From an optimization exercise on the open Yosys and OpenROAD flow, aimed at small area and a short achievable clock period; shortcuts taken in it are not production practice. No run shown here included a check of the RTL's function; only the layout flow was run. Power is estimated from default activity; no workload was simulated.

`design.v`:
```
`default_nettype none
module tile_mul_front (
	input  logic [16-1:0] i_a,
	input  logic [23:0]             i_bd,      
	output logic [55-1:0] o_csa
);
	logic [7:0] bneg;
	logic [7:0] bone;
	logic [7:0] btwo;
	logic pp0_0;
	logic pp0_1;
	logic pp0_2;
	logic pp0_3;
	logic pp0_4;
	logic pp0_5;
	logic pp0_6;
	logic pp0_7;
	logic pp0_8;
	logic pp0_9;
	logic pp0_10;
	logic pp0_11;
	logic pp0_12;
	logic pp0_13;
	logic pp0_14;
	logic pp0_15;
	logic pp1_0;
	logic pp1_1;
	logic pp1_2;
	logic pp1_3;
	logic pp1_4;
	logic pp1_5;
	logic pp1_6;
	logic pp1_7;
	logic pp1_8;
	logic pp1_9;
	logic pp1_10;
	logic pp1_11;
	logic pp1_12;
	logic pp1_13;
	logic pp2_0;
	logic pp2_1;
	logic pp2_2;
	logic pp2_3;
	logic pp2_4;
	logic pp2_5;
	logic pp2_6;
	logic pp2_7;
	logic pp2_8;
	logic pp2_9;
	logic pp2_10;
	logic pp2_11;
	logic pp3_0;
	logic pp3_1;
	logic pp3_2;
	logic pp3_3;
	logic pp3_4;
	logic pp3_5;
	logic pp3_6;
	logic pp3_7;
	logic pp3_8;
	logic pp3_9;
	logic pp4_0;
	logic pp4_1;
	logic pp4_2;
	logic pp4_3;
	logic pp4_4;
	logic pp4_5;
	logic pp4_6;
	logic pp4_7;
	logic pp5_0;
	logic pp5_1;
	logic pp5_2;
	logic pp5_3;
	logic pp5_4;
	logic pp5_5;
	logic pp6_0;
	logic pp6_1;
	logic pp6_2;
	logic pp6_3;
	logic pp7_0;
	logic pp7_1;
	logic s0;
	logic c0;
	logic s1;
	logic c1;
	logic s2;
	logic c2;
	logic s3;
	logic c3;
	logic s4;
	logic c4;
	logic s5;
	logic c5;
	logic s6;
	logic c6;
	logic s7;
	logic c7;
	logic s8;
	logic c8;
	logic s9;
	logic c9;
	logic s10;
	logic c10;
	logic s11;
	logic c11;
	logic s12;
	logic c12;
	logic s13;
	logic c13;
	logic s14;
	logic c14;
	logic s15;
	logic c15;
	logic s16;
	logic c16;
	logic s17;
	logic c17;
	logic s18;
	logic c18;
	logic s19;
	logic c19;
	logic s20;
	logic c20;
	logic s21;
	logic c21;
	logic s22;
	logic c22;
	logic s23;
	logic c23;
	logic s24;
	logic c24;
	logic s25;
	logic c25;
	logic s26;
	logic c26;
	logic s27;
	logic c27;
	logic s28;
	logic c28;
	logic s29;
	logic c29;
	assign bneg[0] = i_bd[2];
	assign btwo[0] = i_bd[1];
	assign bone[0] = i_bd[0];
	assign bneg[1] = i_bd[5];
	assign btwo[1] = i_bd[4];
	assign bone[1] = i_bd[3];
	assign bneg[2] = i_bd[8];
	assign btwo[2] = i_bd[7];
	assign bone[2] = i_bd[6];
	assign bneg[3] = i_bd[11];
	assign btwo[3] = i_bd[10];
	assign bone[3] = i_bd[9];
	assign bneg[4] = i_bd[14];
	assign btwo[4] = i_bd[13];
	assign bone[4] = i_bd[12];
	assign bneg[5] = i_bd[17];
	assign btwo[5] = i_bd[16];
	assign bone[5] = i_bd[15];
	assign bneg[6] = i_bd[20];
	assign btwo[6] = i_bd[19];
	assign bone[6] = i_bd[18];
	assign bneg[7] = i_bd[23];
	assign btwo[7] = i_bd[22];
	assign bone[7] = i_bd[21];
	assign pp0_0 = ((bone[0] & i_a[0]) | (btwo[0] & 1'b0)) ^ bneg[0];
	assign pp0_1 = ((bone[0] & i_a[1]) | (btwo[0] & i_a[0])) ^ bneg[0];
	assign pp0_2 = ((bone[0] & i_a[2]) | (btwo[0] & i_a[1])) ^ bneg[0];
	assign pp0_3 = ((bone[0] & i_a[3]) | (btwo[0] & i_a[2])) ^ bneg[0];
	assign pp0_4 = ((bone[0] & i_a[4]) | (btwo[0] & i_a[3])) ^ bneg[0];
	assign pp0_5 = ((bone[0] & i_a[5]) | (btwo[0] & i_a[4])) ^ bneg[0];
	assign pp0_6 = ((bone[0] & i_a[6]) | (btwo[0] & i_a[5])) ^ bneg[0];
	assign pp0_7 = ((bone[0] & i_a[7]) | (btwo[0] & i_a[6])) ^ bneg[0];
	assign pp0_8 = ((bone[0] & i_a[8]) | (btwo[0] & i_a[7])) ^ bneg[0];
	assign pp0_9 = ((bone[0] & i_a[9]) | (btwo[0] & i_a[8])) ^ bneg[0];
	assign pp0_10 = ((bone[0] & i_a[10]) | (btwo[0] & i_a[9])) ^ bneg[0];
	assign pp0_11 = ((bone[0] & i_a[11]) | (btwo[0] & i_a[10])) ^ bneg[0];
	assign pp0_12 = ((bone[0] & i_a[12]) | (btwo[0] & i_a[11])) ^ bneg[0];
	assign pp0_13 = ((bone[0] & i_a[13]) | (btwo[0] & i_a[12])) ^ bneg[0];
	assign pp0_14 = ((bone[0] & i_a[14]) | (btwo[0] & i_a[13])) ^ bneg[0];
	assign pp0_15 = ((bone[0] & i_a[15]) | (btwo[0] & i_a[14])) ^ bneg[0];
	assign pp1_0 = ((bone[1] & i_a[0]) | (btwo[1] & 1'b0)) ^ bneg[1];
	assign pp1_1 = ((bone[1] & i_a[1]) | (btwo[1] & i_a[0])) ^ bneg[1];
	assign pp1_2 = ((bone[1] & i_a[2]) | (btwo[1] & i_a[1])) ^ bneg[1];
	assign pp1_3 = ((bone[1] & i_a[3]) | (btwo[1] & i_a[2])) ^ bneg[1];
	assign pp1_4 = ((bone[1] & i_a[4]) | (btwo[1] & i_a[3])) ^ bneg[1];
	assign pp1_5 = ((bone[1] & i_a[5]) | (btwo[1] & i_a[4])) ^ bneg[1];
	assign pp1_6 = ((bone[1] & i_a[6]) | (btwo[1] & i_a[5])) ^ bneg[1];
	assign pp1_7 = ((bone[1] & i_a[7]) | (btwo[1] & i_a[6])) ^ bneg[1];
	assign pp1_8 = ((bone[1] & i_a[8]) | (btwo[1] & i_a[7])) ^ bneg[1];
	assign pp1_9 = ((bone[1] & i_a[9]) | (btwo[1] & i_a[8])) ^ bneg[1];
	assign pp1_10 = ((bone[1] & i_a[10]) | (btwo[1] & i_a[9])) ^ bneg[1];
	assign pp1_11 = ((bone[1] & i_a[11]) | (btwo[1] & i_a[10])) ^ bneg[1];
	assign pp1_12 = ((bone[1] & i_a[12]) | (btwo[1] & i_a[11])) ^ bneg[1];
	assign pp1_13 = ((bone[1] & i_a[13]) | (btwo[1] & i_a[12])) ^ bneg[1];
	assign pp2_0 = ((bone[2] & i_a[0]) | (btwo[2] & 1'b0)) ^ bneg[2];
	assign pp2_1 = ((bone[2] & i_a[1]) | (btwo[2] & i_a[0])) ^ bneg[2];
	assign pp2_2 = ((bone[2] & i_a[2]) | (btwo[2] & i_a[1])) ^ bneg[2];
	assign pp2_3 = ((bone[2] & i_a[3]) | (btwo[2] & i_a[2])) ^ bneg[2];
	assign pp2_4 = ((bone[2] & i_a[4]) | (btwo[2] & i_a[3])) ^ bneg[2];
	assign pp2_5 = ((bone[2] & i_a[5]) | (btwo[2] & i_a[4])) ^ bneg[2];
	assign pp2_6 = ((bone[2] & i_a[6]) | (btwo[2] & i_a[5])) ^ bneg[2];
	assign pp2_7 = ((bone[2] & i_a[7]) | (btwo[2] & i_a[6])) ^ bneg[2];
	assign pp2_8 = ((bone[2] & i_a[8]) | (btwo[2] & i_a[7])) ^ bneg[2];
	assign pp2_9 = ((bone[2] & i_a[9]) | (btwo[2] & i_a[8])) ^ bneg[2];
	assign pp2_10 = ((bone[2] & i_a[10]) | (btwo[2] & i_a[9])) ^ bneg[2];
	assign pp2_11 = ((bone[2] & i_a[11]) | (btwo[2] & i_a[10])) ^ bneg[2];
	assign pp3_0 = ((bone[3] & i_a[0]) | (btwo[3] & 1'b0)) ^ bneg[3];
	assign pp3_1 = ((bone[3] & i_a[1]) | (btwo[3] & i_a[0])) ^ bneg[3];
	assign pp3_2 = ((bone[3] & i_a[2]) | (btwo[3] & i_a[1])) ^ bneg[3];
	assign pp3_3 = ((bone[3] & i_a[3]) | (btwo[3] & i_a[2])) ^ bneg[3];
	assign pp3_4 = ((bone[3] & i_a[4]) | (btwo[3] & i_a[3])) ^ bneg[3];
	assign pp3_5 = ((bone[3] & i_a[5]) | (btwo[3] & i_a[4])) ^ bneg[3];
	assign pp3_6 = ((bone[3] & i_a[6]) | (btwo[3] & i_a[5])) ^ bneg[3];
	assign pp3_7 = ((bone[3] & i_a[7]) | (btwo[3] & i_a[6])) ^ bneg[3];
	assign pp3_8 = ((bone[3] & i_a[8]) | (btwo[3] & i_a[7])) ^ bneg[3];
	assign pp3_9 = ((bone[3] & i_a[9]) | (btwo[3] & i_a[8])) ^ bneg[3];
	assign pp4_0 = ((bone[4] & i_a[0]) | (btwo[4] & 1'b0)) ^ bneg[4];
	assign pp4_1 = ((bone[4] & i_a[1]) | (btwo[4] & i_a[0])) ^ bneg[4];
	assign pp4_2 = ((bone[4] & i_a[2]) | (btwo[4] & i_a[1])) ^ bneg[4];
	assign pp4_3 = ((bone[4] & i_a[3]) | (btwo[4] & i_a[2])) ^ bneg[4];
	assign pp4_4 = ((bone[4] & i_a[4]) | (btwo[4] & i_a[3])) ^ bneg[4];
	assign pp4_5 = ((bone[4] & i_a[5]) | (btwo[4] & i_a[4])) ^ bneg[4];
	assign pp4_6 = ((bone[4] & i_a[6]) | (btwo[4] & i_a[5])) ^ bneg[4];
	assign pp4_7 = ((bone[4] & i_a[7]) | (btwo[4] & i_a[6])) ^ bneg[4];
	assign pp5_0 = ((bone[5] & i_a[0]) | (btwo[5] & 1'b0)) ^ bneg[5];
	assign pp5_1 = ((bone[5] & i_a[1]) | (btwo[5] & i_a[0])) ^ bneg[5];
	assign pp5_2 = ((bone[5] & i_a[2]) | (btwo[5] & i_a[1])) ^ bneg[5];
	assign pp5_3 = ((bone[5] & i_a[3]) | (btwo[5] & i_a[2])) ^ bneg[5];
	assign pp5_4 = ((bone[5] & i_a[4]) | (btwo[5] & i_a[3])) ^ bneg[5];
	assign pp5_5 = ((bone[5] & i_a[5]) | (btwo[5] & i_a[4])) ^ bneg[5];
	assign pp6_0 = ((bone[6] & i_a[0]) | (btwo[6] & 1'b0)) ^ bneg[6];
	assign pp6_1 = ((bone[6] & i_a[1]) | (btwo[6] & i_a[0])) ^ bneg[6];
	assign pp6_2 = ((bone[6] & i_a[2]) | (btwo[6] & i_a[1])) ^ bneg[6];
	assign pp6_3 = ((bone[6] & i_a[3]) | (btwo[6] & i_a[2])) ^ bneg[6];
	assign pp7_0 = ((bone[7] & i_a[0]) | (btwo[7] & 1'b0)) ^ bneg[7];
	assign pp7_1 = ((bone[7] & i_a[1]) | (btwo[7] & i_a[0])) ^ bneg[7];
	assign s0 = pp0_10 ^ pp1_8;
	assign c0 = pp0_10 & pp1_8;
	assign s1 = pp0_11 ^ pp1_9;
	assign c1 = pp0_11 & pp1_9;
	assign s2 = pp0_12 ^ pp1_10 ^ pp2_8;
	assign c2 = (pp0_12 & pp1_10) | (pp0_12 & pp2_8) | (pp1_10 & pp2_8);
	assign s3 = pp3_6 ^ pp4_4;
	assign c3 = pp3_6 & pp4_4;
	assign s4 = pp0_13 ^ pp1_11 ^ pp2_9;
	assign c4 = (pp0_13 & pp1_11) | (pp0_13 & pp2_9) | (pp1_11 & pp2_9);
	assign s5 = pp3_7 ^ pp4_5;
	assign c5 = pp3_7 & pp4_5;
	assign s6 = pp0_14 ^ pp1_12 ^ pp2_10;
	assign c6 = (pp0_14 & pp1_12) | (pp0_14 & pp2_10) | (pp1_12 & pp2_10);
	assign s7 = pp3_8 ^ pp4_6 ^ pp5_4;
	assign c7 = (pp3_8 & pp4_6) | (pp3_8 & pp5_4) | (pp4_6 & pp5_4);
	assign s8 = pp6_2 ^ pp7_0;
	assign c8 = pp6_2 & pp7_0;
	assign s9 = pp0_15 ^ pp1_13 ^ pp2_11;
	assign c9 = (pp0_15 & pp1_13) | (pp0_15 & pp2_11) | (pp1_13 & pp2_11);
	assign s10 = pp3_9 ^ pp4_7 ^ pp5_5;
	assign c10 = (pp3_9 & pp4_7) | (pp3_9 & pp5_5) | (pp4_7 & pp5_5);
	assign s11 = pp6_3 ^ pp7_1;
	assign c11 = pp6_3 & pp7_1;
	assign s12 = pp0_6 ^ pp1_4;
	assign c12 = pp0_6 & pp1_4;
	assign s13 = pp0_7 ^ pp1_5;
	assign c13 = pp0_7 & pp1_5;
	assign s14 = pp0_8 ^ pp1_6 ^ pp2_4;
	assign c14 = (pp0_8 & pp1_6) | (pp0_8 & pp2_4) | (pp1_6 & pp2_4);
	assign s15 = pp3_2 ^ pp4_0;
	assign c15 = pp3_2 & pp4_0;
	assign s16 = pp0_9 ^ pp1_7 ^ pp2_5;
	assign c16 = (pp0_9 & pp1_7) | (pp0_9 & pp2_5) | (pp1_7 & pp2_5);
	assign s17 = pp3_3 ^ pp4_1;
	assign c17 = pp3_3 & pp4_1;
	assign s18 = s0 ^ pp2_6 ^ pp3_4;
	assign c18 = (s0 & pp2_6) | (s0 & pp3_4) | (pp2_6 & pp3_4);
	assign s19 = pp4_2 ^ pp5_0 ^ bneg[5];
	assign c19 = (pp4_2 & pp5_0) | (pp4_2 & bneg[5]) | (pp5_0 & bneg[5]);
	assign s20 = c0 ^ s1 ^ pp2_7;
	assign c20 = (c0 & s1) | (c0 & pp2_7) | (s1 & pp2_7);
	assign s21 = pp3_5 ^ pp4_3 ^ pp5_1;
	assign c21 = (pp3_5 & pp4_3) | (pp3_5 & pp5_1) | (pp4_3 & pp5_1);
	assign s22 = c1 ^ s2 ^ s3;
	assign c22 = (c1 & s2) | (c1 & s3) | (s2 & s3);
	assign s23 = pp5_2 ^ pp6_0 ^ bneg[6];
	assign c23 = (pp5_2 & pp6_0) | (pp5_2 & bneg[6]) | (pp6_0 & bneg[6]);
	assign s24 = c2 ^ c3 ^ s4;
	assign c24 = (c2 & c3) | (c2 & s4) | (c3 & s4);
	assign s25 = s5 ^ pp5_3 ^ pp6_1;
	assign c25 = (s5 & pp5_3) | (s5 & pp6_1) | (pp5_3 & pp6_1);
	assign s26 = c4 ^ c5 ^ s6;
	assign c26 = (c4 & c5) | (c4 & s6) | (c5 & s6);
	assign s27 = s7 ^ s8 ^ bneg[7];
	assign c27 = (s7 & s8) | (s7 & bneg[7]) | (s8 & bneg[7]);
	assign s28 = c6 ^ c7 ^ c8;
	assign c28 = (c6 & c7) | (c6 & c8) | (c7 & c8);
	assign s29 = s9 ^ s10 ^ s11;
	assign c29 = (s9 & s10) | (s9 & s11) | (s10 & s11);
	assign o_csa[0] = pp0_0;
	assign o_csa[1] = bneg[0];
	assign o_csa[2] = pp0_1;
	assign o_csa[3] = pp0_2;
	assign o_csa[4] = pp1_0;
	assign o_csa[5] = bneg[1];
	assign o_csa[6] = pp0_3;
	assign o_csa[7] = pp1_1;
	assign o_csa[8] = pp0_4;
	assign o_csa[9] = pp1_2;
	assign o_csa[10] = pp2_0;
	assign o_csa[11] = bneg[2];
	assign o_csa[12] = pp0_5;
	assign o_csa[13] = pp1_3;
	assign o_csa[14] = pp2_1;
	assign o_csa[15] = s12;
	assign o_csa[16] = pp2_2;
	assign o_csa[17] = pp3_0;
	assign o_csa[18] = bneg[3];
	assign o_csa[19] = c12;
	assign o_csa[20] = s13;
	assign o_csa[21] = pp2_3;
	assign o_csa[22] = pp3_1;
	assign o_csa[23] = c13;
	assign o_csa[24] = s14;
	assign o_csa[25] = s15;
	assign o_csa[26] = bneg[4];
	assign o_csa[27] = c14;
	assign o_csa[28] = c15;
	assign o_csa[29] = s16;
	assign o_csa[30] = s17;
	assign o_csa[31] = c16;
	assign o_csa[32] = c17;
	assign o_csa[33] = s18;
	assign o_csa[34] = s19;
	assign o_csa[35] = c18;
	assign o_csa[36] = c19;
	assign o_csa[37] = s20;
	assign o_csa[38] = s21;
	assign o_csa[39] = c20;
	assign o_csa[40] = c21;
	assign o_csa[41] = s22;
	assign o_csa[42] = s23;
	assign o_csa[43] = c22;
	assign o_csa[44] = c23;
	assign o_csa[45] = s24;
	assign o_csa[46] = s25;
	assign o_csa[47] = c24;
	assign o_csa[48] = c25;
	assign o_csa[49] = s26;
	assign o_csa[50] = s27;
	assign o_csa[51] = c26;
	assign o_csa[52] = c27;
	assign o_csa[53] = s28;
	assign o_csa[54] = s29;
endmodule
module tile_alu (
	input  logic [3:0]              i_op,
	input  logic [16-1:0] i_a,
	input  logic [16-1:0] i_b,       
	input  logic                    i_sub,     
	input  logic [55-1:0] i_csa,
	output logic [16-1:0] o_result
);
	logic [3:0] shamt;
	logic [16:0] sum;
	logic [16-1:0] a_rev;
	logic [16-1:0] shl_in;
	logic [16-1:0] shl;
	logic [16-1:0] shl_rev;
	logic [16-1:0] prod;
	logic [16-1:0] prod_x;
	logic [16-1:0] prod_y;
	logic s30;
	logic c30;
	logic s31;
	logic c31;
	logic s32;
	logic c32;
	logic s33;
	logic c33;
	logic s34;
	logic c34;
	logic s35;
	logic c35;
	logic s36;
	logic c36;
	logic s37;
	logic c37;
	logic s38;
	logic c38;
	logic s39;
	logic c39;
	logic s40;
	logic c40;
	logic s41;
	logic c41;
	logic s42;
	logic c42;
	logic s43;
	logic c43;
	logic s44;
	logic c44;
	logic s45;
	logic c45;
	logic s46;
	logic c46;
	logic s47;
	logic c47;
	logic s48;
	logic c48;
	logic s49;
	logic c49;
	logic s50;
	logic c50;
	logic s51;
	logic c51;
	logic s52;
	logic c52;
	logic s53;
	logic c53;
	logic s54;
	logic c54;
	logic s55;
	logic c55;
	assign s30 = i_csa[8] ^ i_csa[9];
	assign c30 = i_csa[8] & i_csa[9];
	assign s31 = i_csa[12] ^ i_csa[13];
	assign c31 = i_csa[12] & i_csa[13];
	assign s32 = i_csa[15] ^ i_csa[16] ^ i_csa[17];
	assign c32 = (i_csa[15] & i_csa[16]) | (i_csa[15] & i_csa[17]) | (i_csa[16] & i_csa[17]);
	assign s33 = i_csa[19] ^ i_csa[20] ^ i_csa[21];
	assign c33 = (i_csa[19] & i_csa[20]) | (i_csa[19] & i_csa[21]) | (i_csa[20] & i_csa[21]);
	assign s34 = i_csa[23] ^ i_csa[24] ^ i_csa[25];
	assign c34 = (i_csa[23] & i_csa[24]) | (i_csa[23] & i_csa[25]) | (i_csa[24] & i_csa[25]);
	assign s35 = i_csa[27] ^ i_csa[28] ^ i_csa[29];
	assign c35 = (i_csa[27] & i_csa[28]) | (i_csa[27] & i_csa[29]) | (i_csa[28] & i_csa[29]);
	assign s36 = i_csa[31] ^ i_csa[32] ^ i_csa[33];
	assign c36 = (i_csa[31] & i_csa[32]) | (i_csa[31] & i_csa[33]) | (i_csa[32] & i_csa[33]);
	assign s37 = i_csa[35] ^ i_csa[36] ^ i_csa[37];
	assign c37 = (i_csa[35] & i_csa[36]) | (i_csa[35] & i_csa[37]) | (i_csa[36] & i_csa[37]);
	assign s38 = i_csa[39] ^ i_csa[40] ^ i_csa[41];
	assign c38 = (i_csa[39] & i_csa[40]) | (i_csa[39] & i_csa[41]) | (i_csa[40] & i_csa[41]);
	assign s39 = i_csa[43] ^ i_csa[44] ^ i_csa[45];
	assign c39 = (i_csa[43] & i_csa[44]) | (i_csa[43] & i_csa[45]) | (i_csa[44] & i_csa[45]);
	assign s40 = i_csa[47] ^ i_csa[48] ^ i_csa[49];
	assign c40 = (i_csa[47] & i_csa[48]) | (i_csa[47] & i_csa[49]) | (i_csa[48] & i_csa[49]);
	assign s41 = i_csa[51] ^ i_csa[52] ^ i_csa[53];
	assign c41 = (i_csa[51] & i_csa[52]) | (i_csa[51] & i_csa[53]) | (i_csa[52] & i_csa[53]);
	assign s42 = i_csa[3] ^ i_csa[4];
	assign c42 = i_csa[3] & i_csa[4];
	assign s43 = i_csa[6] ^ i_csa[7];
	assign c43 = i_csa[6] & i_csa[7];
	assign s44 = s30 ^ i_csa[10] ^ i_csa[11];
	assign c44 = (s30 & i_csa[10]) | (s30 & i_csa[11]) | (i_csa[10] & i_csa[11]);
	assign s45 = c30 ^ s31 ^ i_csa[14];
	assign c45 = (c30 & s31) | (c30 & i_csa[14]) | (s31 & i_csa[14]);
	assign s46 = c31 ^ s32 ^ i_csa[18];
	assign c46 = (c31 & s32) | (c31 & i_csa[18]) | (s32 & i_csa[18]);
	assign s47 = c32 ^ s33 ^ i_csa[22];
	assign c47 = (c32 & s33) | (c32 & i_csa[22]) | (s33 & i_csa[22]);
	assign s48 = c33 ^ s34 ^ i_csa[26];
	assign c48 = (c33 & s34) | (c33 & i_csa[26]) | (s34 & i_csa[26]);
	assign s49 = c34 ^ s35 ^ i_csa[30];
	assign c49 = (c34 & s35) | (c34 & i_csa[30]) | (s35 & i_csa[30]);
	assign s50 = c35 ^ s36 ^ i_csa[34];
	assign c50 = (c35 & s36) | (c35 & i_csa[34]) | (s36 & i_csa[34]);
	assign s51 = c36 ^ s37 ^ i_csa[38];
	assign c51 = (c36 & s37) | (c36 & i_csa[38]) | (s37 & i_csa[38]);
	assign s52 = c37 ^ s38 ^ i_csa[42];
	assign c52 = (c37 & s38) | (c37 & i_csa[42]) | (s38 & i_csa[42]);
	assign s53 = c38 ^ s39 ^ i_csa[46];
	assign c53 = (c38 & s39) | (c38 & i_csa[46]) | (s39 & i_csa[46]);
	assign s54 = c39 ^ s40 ^ i_csa[50];
	assign c54 = (c39 & s40) | (c39 & i_csa[50]) | (s40 & i_csa[50]);
	assign s55 = c40 ^ s41 ^ i_csa[54];
	assign c55 = (c40 & s41) | (c40 & i_csa[54]) | (s41 & i_csa[54]);
	assign prod_x = {c54, c53, c52, c51, c50, c49, c48, c47, c46, c45, c44, c43, c42, s42, i_csa[2], i_csa[0]};
	assign prod_y = {s55, s54, s53, s52, s51, s50, s49, s48, s47, s46, s45, s44, s43, i_csa[5], 1'b0, i_csa[1]};
	assign prod = prod_x + prod_y;
	assign sum = {1'b0, i_a} + {1'b0, i_b} + {{16{1'b0}}, i_sub};
	assign shamt = i_b[3:0];
	always_comb begin
		for (int k = 0; k < 16; k++) begin
			a_rev[k] = i_a[16-1-k];
			shl_rev[k] = shl[16-1-k];
		end
	end
	assign shl_in = (i_op == 4'd8) ? a_rev : i_a;
	assign shl = shl_in << shamt;
	always_comb begin
		case (i_op)
			4'd1: o_result = sum[16-1:0];
			4'd2: o_result = sum[16-1:0];
			4'd3: o_result = prod;
			4'd4: o_result = i_a & i_b;
			4'd5:  o_result = i_a | i_b;
			4'd6: o_result = i_a ^ i_b;
			4'd7: o_result = shl;
			4'd8: o_result = shl_rev;
			4'd9: o_result = i_a;
			4'd10:  o_result = {{(16-1){1'b0}}, !sum[16]};
			default: o_result = '0;
		endcase
	end
endmodule
`default_nettype wire
`default_nettype none
module fetch_stage (
	input  logic                     clk,
	input  logic                     reset,
	input  logic                     i_run,
	input  logic                     i_cfg_req,
	input  logic [48-1:0]  i_cfg,
	output logic                     o_cfg_ack,
	input  logic                     i_loop_we,     
	input  logic [7:0]               i_loop,        
	output logic [51-1:0] o_word,
	output logic                     o_word_valid
);
	logic [41-1:0] cfg_mem [0:16-1];
	logic [4-1:0] pc;
	logic [4-1:0] loop_start;
	logic [4-1:0] loop_end;
	logic [4-1:0] cfg_addr;
	logic [44-1:0] cfg_word;
	logic [41-1:0] cfg_packed;
	logic cfg_write;
	assign cfg_addr = i_cfg[48-1:44];
	assign cfg_word = i_cfg[44-1:0];
	assign cfg_write = i_cfg_req && !o_cfg_ack;
	assign cfg_packed[40:37] = cfg_word[43:40];
	assign cfg_packed[36:34] = cfg_word[39:37];
	assign cfg_packed[33:31] = cfg_word[33:31];
	assign cfg_packed[30] = cfg_word[30];
	assign cfg_packed[29] = cfg_word[29];
	assign cfg_packed[28] = cfg_word[28];
	assign cfg_packed[27:16] = cfg_word[27:16];
	assign cfg_packed[12:0] = cfg_word[12:0];
	assign cfg_packed[15:13] = cfg_word[29] ? cfg_word[15:13] : cfg_word[36:34];
	always_ff @(posedge clk) begin
		if (reset) begin
			o_cfg_ack <= 1'b0;
		end else if (cfg_write) begin
			o_cfg_ack <= 1'b1;
		end else if (!i_cfg_req) begin
			o_cfg_ack <= 1'b0;
		end
	end
	always_ff @(posedge clk) begin
		if (cfg_write) begin
			cfg_mem[cfg_addr] <= cfg_packed;
		end
	end
	always_ff @(posedge clk) begin
		if (reset) begin
			pc <= '0;
			loop_start <= '0;
			loop_end <= 4'd15;
			o_word_valid <= 1'b0;
		end else if (i_run) begin
			if (pc == loop_end) begin
				pc <= loop_start;
			end else begin
				pc <= pc + 1'b1;
			end
			if (i_loop_we) begin
				loop_start <= i_loop[3:0];
				loop_end <= i_loop[7:4];
			end
			o_word_valid <= 1'b1;
		end
	end
	logic [16-1:0] pc_dec;
	logic [41-1:0] rd_word;
	always_comb begin
		rd_word = '0;
		for (int e = 0; e < 16; e++) begin
			pc_dec[e] = pc == e[4-1:0];
			rd_word = rd_word | (cfg_mem[e] & {41{pc_dec[e]}});
		end
	end
	function automatic logic [4:0] src_onehot(input logic [3-1:0] src);
		src_onehot = {src == 3'd4, src == 3'd3, src == 3'd2, src == 3'd1, src == 3'd0};
	endfunction
	logic [51-1:0] fword;
	logic rd_use_imm;
	logic rd_b_imm;
	always_comb begin
		rd_use_imm = rd_word[29];
		rd_b_imm = rd_use_imm || rd_word[40:37] == 4'd11;
		fword[50:47] = rd_word[40:37];
		fword[46:42] = src_onehot(rd_word[36:34]);
		fword[41] = rd_word[36:34] == 3'd7;
		fword[40:36] = rd_b_imm ? 5'd0 : src_onehot(rd_word[15:13]);
		fword[35] = rd_b_imm;
		fword[34] = !rd_use_imm && rd_word[15:13] == 3'd7;
		fword[33] = rd_use_imm;
		fword[32:30] = rd_word[33:31];
		fword[29] = rd_word[30];
		fword[28] = rd_word[28];
		fword[27:16] = rd_word[27:16];
		fword[15:0] = rd_word[15:0];
	end
	always_ff @(posedge clk) begin
		if (i_run) begin
			o_word <= fword;
		end
	end
endmodule
`default_nettype wire
`default_nettype none
module operand_stage (
	input  logic                                      clk,
	input  logic                                      reset,
	input  logic                                      i_run,
	input  logic [51-1:0]                  i_word,
	input  logic                                      i_word_valid,
	input  logic [4*17-1:0]    i_flit_in,
	input  logic [17-1:0]                   i_treg,
	output logic [3:0]                                o_op,
	output logic [16-1:0]                   o_a,
	output logic [16-1:0]                   o_b,            
	output logic                                      o_sub,          
	output logic [55-1:0]                   o_mcsa,         
	output logic                                      o_res_valid,    
	output logic                                      o_treg_we,      
	output logic                                      o_loop_we,      
	output logic [4-1:0]                 o_route_alu,    
	output logic [4-1:0]                 o_route_treg,   
	output logic [4*17-1:0]    o_pass          
);
	logic [3:0] opcode;
	logic [4:0] a_sel;
	logic [4:0] b_sel;
	logic [3-1:0] src_p;
	logic [16-1:0] imm;
	logic [4*3-1:0] route;
	logic a_valid;
	logic b_valid;
	logic [16-1:0] a_data;
	logic [16-1:0] b_data;
	logic [4:0] nz;
	logic p_valid;
	logic p_nz;
	logic pred_pass;
	logic a_ok;
	logic b_ok;
	logic fire;
	logic is_sub;
	logic [55-1:0] mcsa;
	assign opcode = i_word[50:47];
	assign a_sel = i_word[46:42];
	assign b_sel = i_word[40:36];
	assign src_p = i_word[32:30];
	assign imm = i_word[15:0];
	assign route = i_word[27:16];
	function automatic logic [17-1:0] pick_source(
		input logic [4:0]                               sel,
		input logic [4*17-1:0]   flits,
		input logic [17-1:0]                  treg
	);
		logic [17-1:0] f;
		f = treg & {17{sel[4]}};
		for (int d = 0; d < 4; d++) begin
			f = f | (flits[d*17 +: 17] & {17{sel[d]}});
		end
		pick_source = f;
	endfunction
	logic [17-1:0] a_flit;
	logic [17-1:0] b_flit;
	always_comb begin
		a_flit = pick_source(a_sel, i_flit_in, i_treg);
		b_flit = pick_source(b_sel, i_flit_in, i_treg);
	end
	assign a_valid = a_flit[16];
	assign a_data = a_flit[16-1:0];
	assign b_valid = i_word[33] || b_flit[16];
	assign b_data = b_flit[16-1:0] | (imm & {16{i_word[35]}});
	always_comb begin
		for (int d = 0; d < 4; d++) begin
			nz[d] = |i_flit_in[d*17 +: 16];
		end
		nz[4] = |i_treg[16-1:0];
		p_valid = 1'b0;
		p_nz = 1'b0;
		if (!src_p[2]) begin
			p_valid = i_flit_in[src_p[1:0]*17 + 16];
			p_nz = nz[src_p[1:0]];
		end else if (src_p[1:0] == 2'd0) begin
			p_valid = i_treg[16];
			p_nz = nz[4];
		end
	end
	assign pred_pass = (src_p == 3'd7) || (p_valid && (p_nz ^ i_word[29]));
	assign a_ok = i_word[41] || a_valid;
	assign b_ok = i_word[34] || b_valid;
	always_comb begin
		case (opcode)
			4'd0, 4'd11: fire = 1'b0;
			4'd9: fire = pred_pass && (a_valid || b_valid);
			default: fire = pred_pass && a_ok && b_ok;
		endcase
	end
	always_ff @(posedge clk) begin
		if (reset) begin
			o_res_valid <= 1'b0;
			o_treg_we <= 1'b0;
			o_loop_we <= 1'b0;
			o_route_alu <= '0;
			o_route_treg <= '0;
			for (int d = 0; d < 4; d++) begin
				o_pass[d*17 + 16] <= 1'b0;
			end
		end else if (i_run) begin
			o_res_valid <= i_word_valid && fire;
			o_treg_we <= i_word_valid && i_word[28];
			o_loop_we <= i_word_valid && opcode == 4'd11;
			for (int d = 0; d < 4; d++) begin
				o_route_alu[d] <= i_word_valid && route[3*d +: 3] == 3'd4;
				o_route_treg[d] <= i_word_valid && route[3*d +: 3] == 3'd5;
				o_pass[d*17 + 16] <= i_word_valid && !route[3*d + 2] &&
					i_flit_in[route[3*d +: 2]*17 + 16];
			end
		end
	end
	function automatic logic [23:0] booth_digits(input logic [16-1:0] m);
		logic [23:0] bd;
		logic lo;
		for (int i = 0; i < 8; i++) begin
			lo = (i == 0) ? 1'b0 : m[2*i-1];
			bd[3*i] = m[2*i] ^ lo;
			bd[3*i+1] = (m[2*i+1] & !m[2*i] & !lo) | (!m[2*i+1] & m[2*i] & lo);
			bd[3*i+2] = m[2*i+1];
		end
		booth_digits = bd;
	endfunction
	logic [16-1:0] b_early;
	logic [23:0] b_digits;
	assign b_early = (i_treg[16-1:0] & {16{b_sel[4]}}) |
		(imm & {16{i_word[35]}});
	always_comb begin
		b_digits = booth_digits(b_early);
		for (int d = 0; d < 4; d++) begin
			b_digits = b_digits | (booth_digits(i_flit_in[d*17 +: 16]) & {24{b_sel[d]}});
		end
	end
	tile_mul_front u_mul_front (
		.i_a   (a_data),
		.i_bd  (b_digits),
		.o_csa (mcsa)
	);
	assign is_sub = opcode == 4'd2 || opcode == 4'd10;
	always_ff @(posedge clk) begin
		if (i_run) begin
			o_op <= opcode;
			o_a <= (opcode == 4'd9 && !a_valid) ? b_data : a_data;
			o_b <= b_data ^ {16{is_sub}};
			o_sub <= is_sub;
			o_mcsa <= mcsa;
			for (int d = 0; d < 4; d++) begin
				o_pass[d*17 +: 16] <=
					i_flit_in[route[3*d +: 2]*17 +: 16];
			end
		end
	end
endmodule
`default_nettype wire
`default_nettype none
module execute_stage (
	input  logic                                      clk,
	input  logic                                      reset,
	input  logic                                      i_run,
	input  logic                                      i_res_valid,
	input  logic                                      i_treg_we,
	input  logic [4-1:0]                 i_route_alu,
	input  logic [4-1:0]                 i_route_treg,
	input  logic [4*17-1:0]    i_pass,
	input  logic [16-1:0]                   i_result,
	output logic [17-1:0]                   o_treg,
	output logic [4*17-1:0]    o_flit_out
);
	logic [17-1:0] res;
	logic [4-1:0] out_alu;
	logic [4*17-1:0] out_hold;
	always_ff @(posedge clk) begin
		if (reset) begin
			o_treg[16] <= 1'b0;
			out_alu <= '0;
			for (int d = 0; d < 4; d++) begin
				out_hold[d*17 + 16] <= 1'b0;
			end
		end else if (i_run) begin
			if (i_treg_we) begin
				o_treg[16] <= i_res_valid;
			end
			out_alu <= i_route_alu;
			for (int d = 0; d < 4; d++) begin
				if (i_route_treg[d]) begin
					out_hold[d*17 + 16] <= o_treg[16];
				end else begin
					out_hold[d*17 + 16] <= i_pass[d*17 + 16];
				end
			end
		end
	end
	always_ff @(posedge clk) begin
		if (i_run) begin
			res <= {i_res_valid, i_result};
			if (i_treg_we) begin
				o_treg[16-1:0] <= i_result;
			end
			for (int d = 0; d < 4; d++) begin
				if (i_route_treg[d]) begin
					out_hold[d*17 +: 16] <= o_treg[16-1:0];
				end else begin
					out_hold[d*17 +: 16] <= i_pass[d*17 +: 16];
				end
			end
		end
	end
	for (genvar d = 0; d < 4; d++) begin : g_out
		assign o_flit_out[d*17 +: 17] = out_alu[d] ? res : out_hold[d*17 +: 17];
	end
endmodule
`default_nettype wire
`default_nettype none
module tile_top (
	input  logic                                      clk,
	input  logic                                      reset,
	input  logic                                      i_run,
	input  logic                                      i_cfg_req,
	input  logic [48-1:0]                   i_cfg,
	output logic                                      o_cfg_ack,
	input  logic [4*17-1:0]    i_flit_in,
	output logic [4*17-1:0]    o_flit_out
);
	logic [51-1:0] word;
	logic word_valid;
	logic [3:0] alu_op;
	logic [16-1:0] alu_a;
	logic [16-1:0] alu_b;
	logic alu_sub;
	logic [55-1:0] alu_mcsa;
	logic [16-1:0] alu_result;
	logic res_valid;
	logic treg_we;
	logic loop_we;
	logic [4-1:0] route_alu;
	logic [4-1:0] route_treg;
	logic [4*17-1:0] pass;
	logic [17-1:0] treg;
	fetch_stage u_fetch (
		.clk          (clk),
		.reset        (reset),
		.i_run        (i_run),
		.i_cfg_req    (i_cfg_req),
		.i_cfg        (i_cfg),
		.o_cfg_ack    (o_cfg_ack),
		.i_loop_we    (loop_we),
		.i_loop       (alu_b[7:0]),
		.o_word       (word),
		.o_word_valid (word_valid)
	);
	operand_stage u_operand (
		.clk          (clk),
		.reset        (reset),
		.i_run        (i_run),
		.i_word       (word),
		.i_word_valid (word_valid),
		.i_flit_in    (i_flit_in),
		.i_treg       (treg),
		.o_op         (alu_op),
		.o_a          (alu_a),
		.o_b          (alu_b),
		.o_sub        (alu_sub),
		.o_mcsa       (alu_mcsa),
		.o_res_valid  (res_valid),
		.o_treg_we    (treg_we),
		.o_loop_we    (loop_we),
		.o_route_alu  (route_alu),
		.o_route_treg (route_treg),
		.o_pass       (pass)
	);
	tile_alu u_alu (
		.i_op     (alu_op),
		.i_a      (alu_a),
		.i_b      (alu_b),
		.i_sub    (alu_sub),
		.i_csa    (alu_mcsa),
		.o_result (alu_result)
	);
	execute_stage u_execute (
		.clk          (clk),
		.reset        (reset),
		.i_run        (i_run),
		.i_res_valid  (res_valid),
		.i_treg_we    (treg_we),
		.i_route_alu  (route_alu),
		.i_route_treg (route_treg),
		.i_pass       (pass),
		.i_result     (alu_result),
		.o_treg       (treg),
		.o_flit_out   (o_flit_out)
	);
endmodule
`default_nettype wire
```
`flow/run.sh`:
```
#!/bin/bash
# The standard layout, with plain buffers (not delay cells) on the ports.
set -o pipefail
export BUFFER_PORTS_ARGS="-buffer_cell sky130_fd_sc_hd__buf_1"
bash standard.sh finish > standard.log 2>&1
```
`standard.sh`:
```
#!/bin/bash
# synth_recipe.tcl (not shown) runs the flow's synth.tcl, then flattens the netlist and writes it again
# the make line also repeats each setting of config.mk as NAME=value (left out here)
make -C /OpenROAD-flow-scripts/flow DESIGN_CONFIG=/design/flow/config.mk WORK_HOME=/design/flow/orfs CLKGATE_MAP_FILE= SYNTH_SCRIPT=/design/flow/synth_recipe.tcl "${@:-finish}"
```
`config.mk`:
```
export PLATFORM = sky130hd
export DESIGN_NAME = tile_top
export DESIGN_NICKNAME = tile_top
export VERILOG_FILES = /design/flow/design.v
export SDC_FILE = /design/flow/constraint.sdc
export NUM_CORES = 4
export LEC_CHECK = 0
export ABC_CLOCK_PERIOD_IN_PS = 3300
export CAP_MARGIN = 20
export CORE_MARGIN = 2
export CORE_UTILIZATION = 65
export CTS_BUF_LIST = sky130_fd_sc_hd__clkbuf_8
export CTS_CLUSTER_DIAMETER = 45
export CTS_CLUSTER_SIZE = 20
export SETUP_SLACK_MARGIN = 3.7
export SLEW_MARGIN = 20
```
`constraint.sdc`:
```
create_clock -name core_clock -period 7.0 [get_ports {clk}]
set_input_delay 1.4000 -clock core_clock [delete_from_list [all_inputs] [get_ports {clk}]]
set_output_delay 1.4000 -clock core_clock [all_outputs]
set_load 0.01 [all_outputs]
```
==> impl_metrics.yaml, run 1 <==
run_status:
  status: "timing/DRC/antenna clean"
global_routing:
  grt_pass1_wl_mm: 211
  grt-ovfl-total: 0
  grtUsageTotal_pct: 39.4
  grt_max_degree: 167
  antenna_found_initial: 5
  first_global_vias: 31400
logic_synthesis:
  synth-seq-area-share_pct: 63.1
  synth_fa_ha_area_share_pct: 3.62
  synthTopCellsByArea: "edfxtp_1, mux4_2, mux2_2, a221oi_1, a22o_1"
  avgSynthCellArea_um2: 14.5
  synth_top_cell_by_area: "edfxtp_1"
  dominantRegCellSynth: "edfxtp_1"
  synth_compound_area_share_pct: 12.0
  syn_area_um2: 46900
  synth_most_common_cell: "edfxtp_1"
  ys_types: 79
  synthSimpleGateAreaFrac_pct: 6.46
  yosysWarningCount: 4
  synthTopCellsByCount: "edfxtp_1, clkbuf_1, nand2_1, a22oi_1, a221oi_1"
  netlist_instances: 3244
  synth-xor-area-share_pct: 2.94
  ys_seq_elements: 998
  muxShareOfSynthArea_pct: 8.78
  synth_nets: 3478
  netlist.area_leader.share_pct: 61.4
  synth_top_family_by_area: "compound AO/OA/AOI/OAI gates"
  synth_enable_flop_cells: 960
  async_flop_share_pct: 0
pwr:
  swShare_pct: 33.7
  intPower_mw: 11.0
  pwr-share-comb_pct: 31.2
  p_clk_share_pct: 25.3
  pwr-share-seq_pct: 43.5
  p_leak_nw: 17.9
  power.density_nw_per_um2: 313
  peakVddDrop_v: 0.000664
  switchingPower_mw: 5.59
min_path:
  min_path_cells: 2
  hold_class: "register to register"
placement:
  place_hpwl_mm: 89.8
  portBuffers: 188
  dp_slack_ps: 2210
  placed_cells: 4201
  gp_congestion: 1.01
clocking:
  clock_latency_ps: 790
  tritoncts: "built"
  clk_path_buf_depth: 3
  ctsHoldBuffers: 0
  path_clk_slew_ps: 100
  htreeDepth: 3
  root_buffer: "clkbuf_8"
  numCtsBuffers: 98
  cts_sinks: 998
worst_setup_path:
  path_max_fanout: 2
  worst_setup_path_start_kind: "register"
  crit_required_ps: 7460
  end_kind: "register"
  cp.arrival_ps: 3970
  critical_path_class: "register to register"
  r2r_cells: 12
floorplanning:
  fp.dieH_um: 273
  die_w_um: 273
  initial_core_util_pct: 65.6
  core_um2: 71500
  rows: 98
  die-area_um2: 74300
  io_pins: 189
timing:
  worst_clock_skew_ps: 58.3
  slew_violations: 0
  max_freq_mhz: 285
  grt_setup_unrepaired: "true"
  tns_ps: 0
  period_share_pct: 50.1
  setup_viol: 0
  worstMarginPinSlew_ps: 1130
  hold_viol_final: 0
  fin_ws_ps: 3490
  max_slew_margin_pct: 25.0
  finalCriticalPeriod_ps: 3510
layout:
  multi_input_area_um2: 16800
  fin_nets: 3691
  final_cells: 4496
  regArea_um2: 29600
  drive_gt1_share_pct: 23.2
  nFillCells: 4422
  syn2layout_area_growth_pct: 12.7
route:
  first_pass_iters: 7
  wl_per_cell_um: 32.7
  ant_nets: 0
  drc_errors: 0
  vias_per_cell: 7.22
  drt_iter0_drc: 4582
  via_count: 32500
  drt-total-wl_mm: 147
flow_run:
  maxCapViolations: 0
[final cells by class]
cell class / count / area share (%)
Antenna cell: 4 / 0.0189
Clock buffer: 98 / 2.55
Clock inverter: 87 / 1.98
Inverter: 126 / 0.906
Multi-Input combinational cell: 1870 / 31.8
Sequential cell: 998 / 56.0
Tap cell: 950 / 2.25
Timing Repair Buffer: 363 / 4.51
[layout by cell type (no fill, tap or decap), types with 24 or more instances in the layout]
cell      netlist  routed
nand2_1       160     159
buf_4           3     161
xnor2_1        71      70
dfxtp_1        38      31
o21ai_0        45      32
edfxtp_1      960     960
nor2_1        122     105
clkbuf_8        0      98
inv_1         123     122
a22o_1        140     140
mux4_2         89      90
nand3_1        43      32
nand4_1        67      67
buf_1          31     133
fa_1           36      30
xor2_1         84      82
ha_1           78      65
a221oi_1      148     144
nor3_1         36      29
mux2i_1        48      42
o22ai_1        35      30
a22oi_2         1      24
a22oi_1       152     129
a21oi_1        85      78
mux2_2        143     143
[logic make-up (layout without fill, tap and decap cells)]
group                      count (synthesis)  in the layout
adders and majority gates                114            114
DFF                                      998            998
muxes                                    281            281
other                                      0              4
buffers and inverters                    376            674
AOI/OAI and AO/OA                        733            733
xor gates and xnor gates                 156            156
and+or+nand+nor                          586            586
[registers in the layout, indices dropped and copies added, names as in the netlist]
signal,cells
u_fetch.cfg_mem,656
u_execute.out_hold,68
u_operand.o_pass,68
u_operand.o_mcsa,55
u_fetch.o_word,51
u_execute.o_treg,17
u_execute.res,17
u_operand.o_a,16
u_operand.o_b,16
u_execute.out_alu,4
u_fetch.loop_end,4
u_fetch.loop_start,4
u_fetch.pc,4
u_operand.o_op,4
u_operand.o_route_alu,4
u_operand.o_route_treg,4
u_fetch.o_cfg_ack,1
u_fetch.o_word_valid,1
u_operand.o_loop_we,1
u_operand.o_res_valid,1
u_operand.o_sub,1
u_operand.o_treg_we,1
[critical path, stage by stage (launching register included)]
cell	delay, ps
edfxtp_1	380
inv_1	80
fa_1	440
fa_1	530
inv_2	50
ha_4	160
nor4_2	260
o21ai_1	170
a311oi_2	330
o21bai_1	110
a21oi_1	180
xnor2_1	110
a221o_1	420
[routing by layer]
| metal | GRT usage (%) | vias to the layer above | share of wire, % |
|---|---|---|---|
| met5 | 0 | - | 0.029 |
| met4 | 20.6 | 6 | 6.0 |
| met3 | 9.06 | 472 | 12 |
| met2 | 62.9 | 2428 | 47 |
| met1 | 50.8 | 16200 | 35 |
| li1 | - | 13400 | - |
[final timing paths]
kind                                                 end  slack (ps)                      from
worst max register to register      u_execute.o_treg[12]        3490      u_operand.o_mcsa[20]
worst min register to register  u_operand.o_route_alu[3]         470  u_operand.o_route_alu[3]
worst min-delay path            u_operand.o_route_alu[3]         470  u_operand.o_route_alu[3]
worst max-delay path                u_execute.o_treg[12]        3490      u_operand.o_mcsa[20]
[metrics by stage]
step	util (%)	hold slack, ps	cell area (um^2)	total power [mW]
global route	74.0	486	52900	17.1
detailed placement	68.1	453	48600	11.4
CTS	73.3	463	52400	16.1
global placement	68.0	448	48600	11.3
floorplan	-	432	47300	10.1
finish	74.0	466	52900	16.6
[power by group through the flow]
stage / clock (mW) / sequential [mW] / combinational (mW)
finish: 4.19 / 7.19 / 5.17
global route: 4.42 / 7.22 / 5.47
CTS: 4.20 / 7.19 / 4.73
detailed placement: 0 / 7.36 / 4.09
global placement: 0 / 7.34 / 3.99
floorplan: 0 / 7.22 / 2.88
[timing repair]
action	CTS	global route
setup endpoints to repair	144	54
gates cloned	1	0
gates resized for setup	203	66
pin swaps	55	34
buffers inserted	79	26
==> run 2, diff against run 1 <==
--- a/config.mk
+++ b/config.mk
@@ -12,5 +12,5 @@
 export CTS_BUF_LIST = sky130_fd_sc_hd__clkbuf_8
 export CTS_CLUSTER_DIAMETER = 45
 export CTS_CLUSTER_SIZE = 20
-export SETUP_SLACK_MARGIN = 3.7
+export SETUP_SLACK_MARGIN = 3.95
 export SLEW_MARGIN = 20
==> run 2 against run 1 <==
Compared with the run above:
- still clean on timing, DRC and antenna
- first-iteration DRC count grew 6.7%
- register-to-register slack gained 80 ps
- synthesized cell count is the same
- sequential share of layout area shrank 2.3 points
- combinational power grew 12%
- critical path type unchanged
==> impl_metrics.yaml, run 2 <==
logic_synthesis:
  netlist_instances: 3244
  netlist.area_leader.share_pct: 61.4
  yosysWarningCount: 4
  synth_enable_flop_cells: 960
  synthTopCellsByArea: "edfxtp_1, mux4_2, mux2_2, a221oi_1, a22o_1"
  synth_most_common_cell: "edfxtp_1"
  ys_types: 79
  syn_area_um2: 46900
  async_flop_share_pct: 0
  ys_seq_elements: 998
  synth_top_cell_by_area: "edfxtp_1"
  synthTopCellsByCount: "edfxtp_1, clkbuf_1, nand2_1, a22oi_1, a221oi_1"
  synth_nets: 3478
  dominantRegCellSynth: "edfxtp_1"
  avgSynthCellArea_um2: 14.5
  synth-seq-area-share_pct: 63.1
route:
  first_pass_iters: 7
  drt-total-wl_mm: 154
  drc_errors: 0
  vias_per_cell: 7.23
  wl_per_cell_um: 33.6
  ant_nets: 0
  drt_iter0_drc: 4888
  via_count: 33100
global_routing:
  grt-ovfl-total: 0
  grt_pass1_wl_mm: 217
  first_global_vias: 32200
  grtUsageTotal_pct: 40.6
  antenna_found_initial: 9
  grt_max_degree: 157
worst_setup_path:
  worst_setup_path_start_kind: "register"
  reg2reg_from: "u_operand.o_mcsa[15]"
  worstPathCellList: "inv_2 > fa_1 > fa_1 > inv_2 > ha_4 > o21a_1 > o21ai_2 > nand2b_1 > a311oi_2 > o21bai_1 > a21oi_2 > xnor2_1 > a221o_2"
  crit_path_top_delay_cell: "fa_1"
  reg2reg_slack_ps: 3580
  end_kind: "register"
  critical_path_class: "register to register"
  critPathMaxStageDelay_ps: 510
  crit_start: "u_operand.o_mcsa[15]"
  reg2reg_to: "u_execute.o_treg[12]"
  crit_required_ps: 7510
  path_max_fanout: 4
  cp.arrival_ps: 3940
  r2r_cells: 13
timing:
  tns_ps: 0
  worstMarginPinSlew_ps: 1000
  max_slew_margin_pct: 33.1
  hold_viol_final: 0
  fin_ws_ps: 3580
  setup_viol: 0
  max_freq_mhz: 292
  timing.hold.ws_ps: 467
  period_share_pct: 48.9
  grt_setup_unrepaired: "true"
  worst_clock_skew_ps: 78.1
  finalCriticalPeriod_ps: 3420
  slew_violations: 0
min_path:
  min_path_cells: 2
  hold_end: "u_operand.o_route_alu[3]"
  min_from: "u_operand.o_route_alu[3]"
  hold_class: "register to register"
clocking:
  path_clk_slew_ps: 100
  htreeDepth: 3
  cts_sinks: 998
  tritoncts: "built"
  numCtsBuffers: 100
  clock_latency_ps: 780
  clk_path_buf_depth: 3
  root_buffer: "clkbuf_8"
run_status:
  status: "timing/DRC/antenna clean"
layout:
  final_common_cell: "edfxtp_1"
  final_cell_mix: "edfxtp_1, buf_4, nand2_1"
  syn2layout_area_growth_pct: 17.6
  final_cells: 4577
  fin_nets: 3768
  final_util_pct: 77.2
  drive_gt1_share_pct: 28.8
  top_regs: "u_fetch.cfg_mem: 656 flops, u_execute.out_hold: 68 flops, u_operand.o_pass: 68 flops"
  largest_reg_flops: 656
  top_register: "u_fetch.cfg_mem"
placement:
  gp_congestion: 1.02
  placed_cells: 4203
  portBuffers: 188
  place_hpwl_mm: 90.3
  dp_slack_ps: 2190
floorplanning:
  rows: 98
  initial_core_util_pct: 65.6
  core_um2: 71500
  die-area_um2: 74300
  fp.dieH_um: 273
  die_w_um: 273
  io_pins: 189
pwr:
  p_leak_nw: 19.1
  power.density_nw_per_um2: 311
  peakVddDrop_v: 0.000736
flow_run:
  maxCapViolations: 0
[run 2: how the worst max path moves through the flow]
| stage | endpoint | cells after the start |
|---|---|---|
| 2_1_floorplan | u_operand.o_mcsa[45] | 12 |
| 3_3_place_gp | u_operand.o_mcsa[49] | 10 |
| 3_5_place_dp | u_operand.o_mcsa[50] | 9 |
| 4_1_cts | u_execute.res[12] | 13 |
| 5_1_grt | u_execute.o_treg[12] | 13 |
| 6_report | u_execute.o_treg[12] | 13 |
[run 2: cell families after synthesis]
group,after synthesis,share of synthesized area [%]
and+or+nand+nor,586,6.46
AOI/OAI and AO/OA,733,12.0
xor gates and xnor gates,156,2.94
muxes,281,8.78
buffers and inverters,376,3.12
adders and majority gates,114,3.62
DFF,998,63.1
[run 2: repair_timing]
action | CTS | global route
buffers inserted | 119 | 50
pin swaps | 65 | 84
gates cloned | 7 | 3
endpoints found under the setup margin | 260 | 180
resized for setup | 391 | 264
hold buffers | 0 | 0
[run 2: per-layer routing]
metal | track usage (%) | share of wire (%)
met1 | 51.8 | 34
met2 | 64.3 | 47
met3 | 8.97 | 12
met4 | 24.5 | 6.8
met5 | 0 | 0.023
[run 2: final cells by class]
class	instances	area, um^2
flip-flops and latches	998	29600
inverters	126	483
fillers	4019	16300
repair buffers	435	3890
clock buffers	101	1390
clock inverters	88	996
well taps	950	1190
multi-input cells	1873	17600
diodes	6	15.0
[run 2: per-stage QoR]
stage	total power, mW	instance area, um^2
CTS	16.3	53600
finish	17.1	55200
global route	17.7	55200
global placement	11.5	48700
detailed placement	11.6	48700
floorplan	10.2	47400
[run 2: report_power, final]
part / leakage, nW / internal, mW / switching, mW
clock network: 1.19 / 1.72 / 2.43
registers: 9.20 / 7.00 / 0.201
logic: 8.67 / 2.56 / 3.23
[run 2: critical path, delay by kind of cell (launching register included)]
kind / cells / cell delay, ps
AOI/OAI and AO/OA: 6 / 1330
adders and majority gates: 3 / 1210
DFF: 1 / 360
and+or+nand+nor: 1 / 110
buffers and inverters: 2 / 90
xor gates and xnor gates: 1 / 90

-- re-timing with driven ports --
The results above use ideal ports. As a check the final layouts listed here were re-extracted and re-timed, cells and wires unchanged. Step 1: set_driving_cell puts a clkbuf_16 on clk and a buf_2 on each other input, an assumption about the parent block. Step 2 times the ports against the registers' clock, not the clock port: input delays grow and output delays shrink by t, the midpoint of the rising clock arrivals with the driver on. a / b / c = no drivers / after step 1 / after step 2; a / b = the first two.
run	t, ns	setup WS [ns]	slew at the worst register clock pin (ns)
run 1	0.814	3.494 / 3.494 / 2.837	0.11 / 0.11
run 2	0.817	3.575 / 3.575 / 2.868	0.11 / 0.11
After both steps every run listed still meets setup and hold. The setup slack of run 2, which loses most, moves by 0.000 ns with the drivers and by -0.707 ns with both steps.
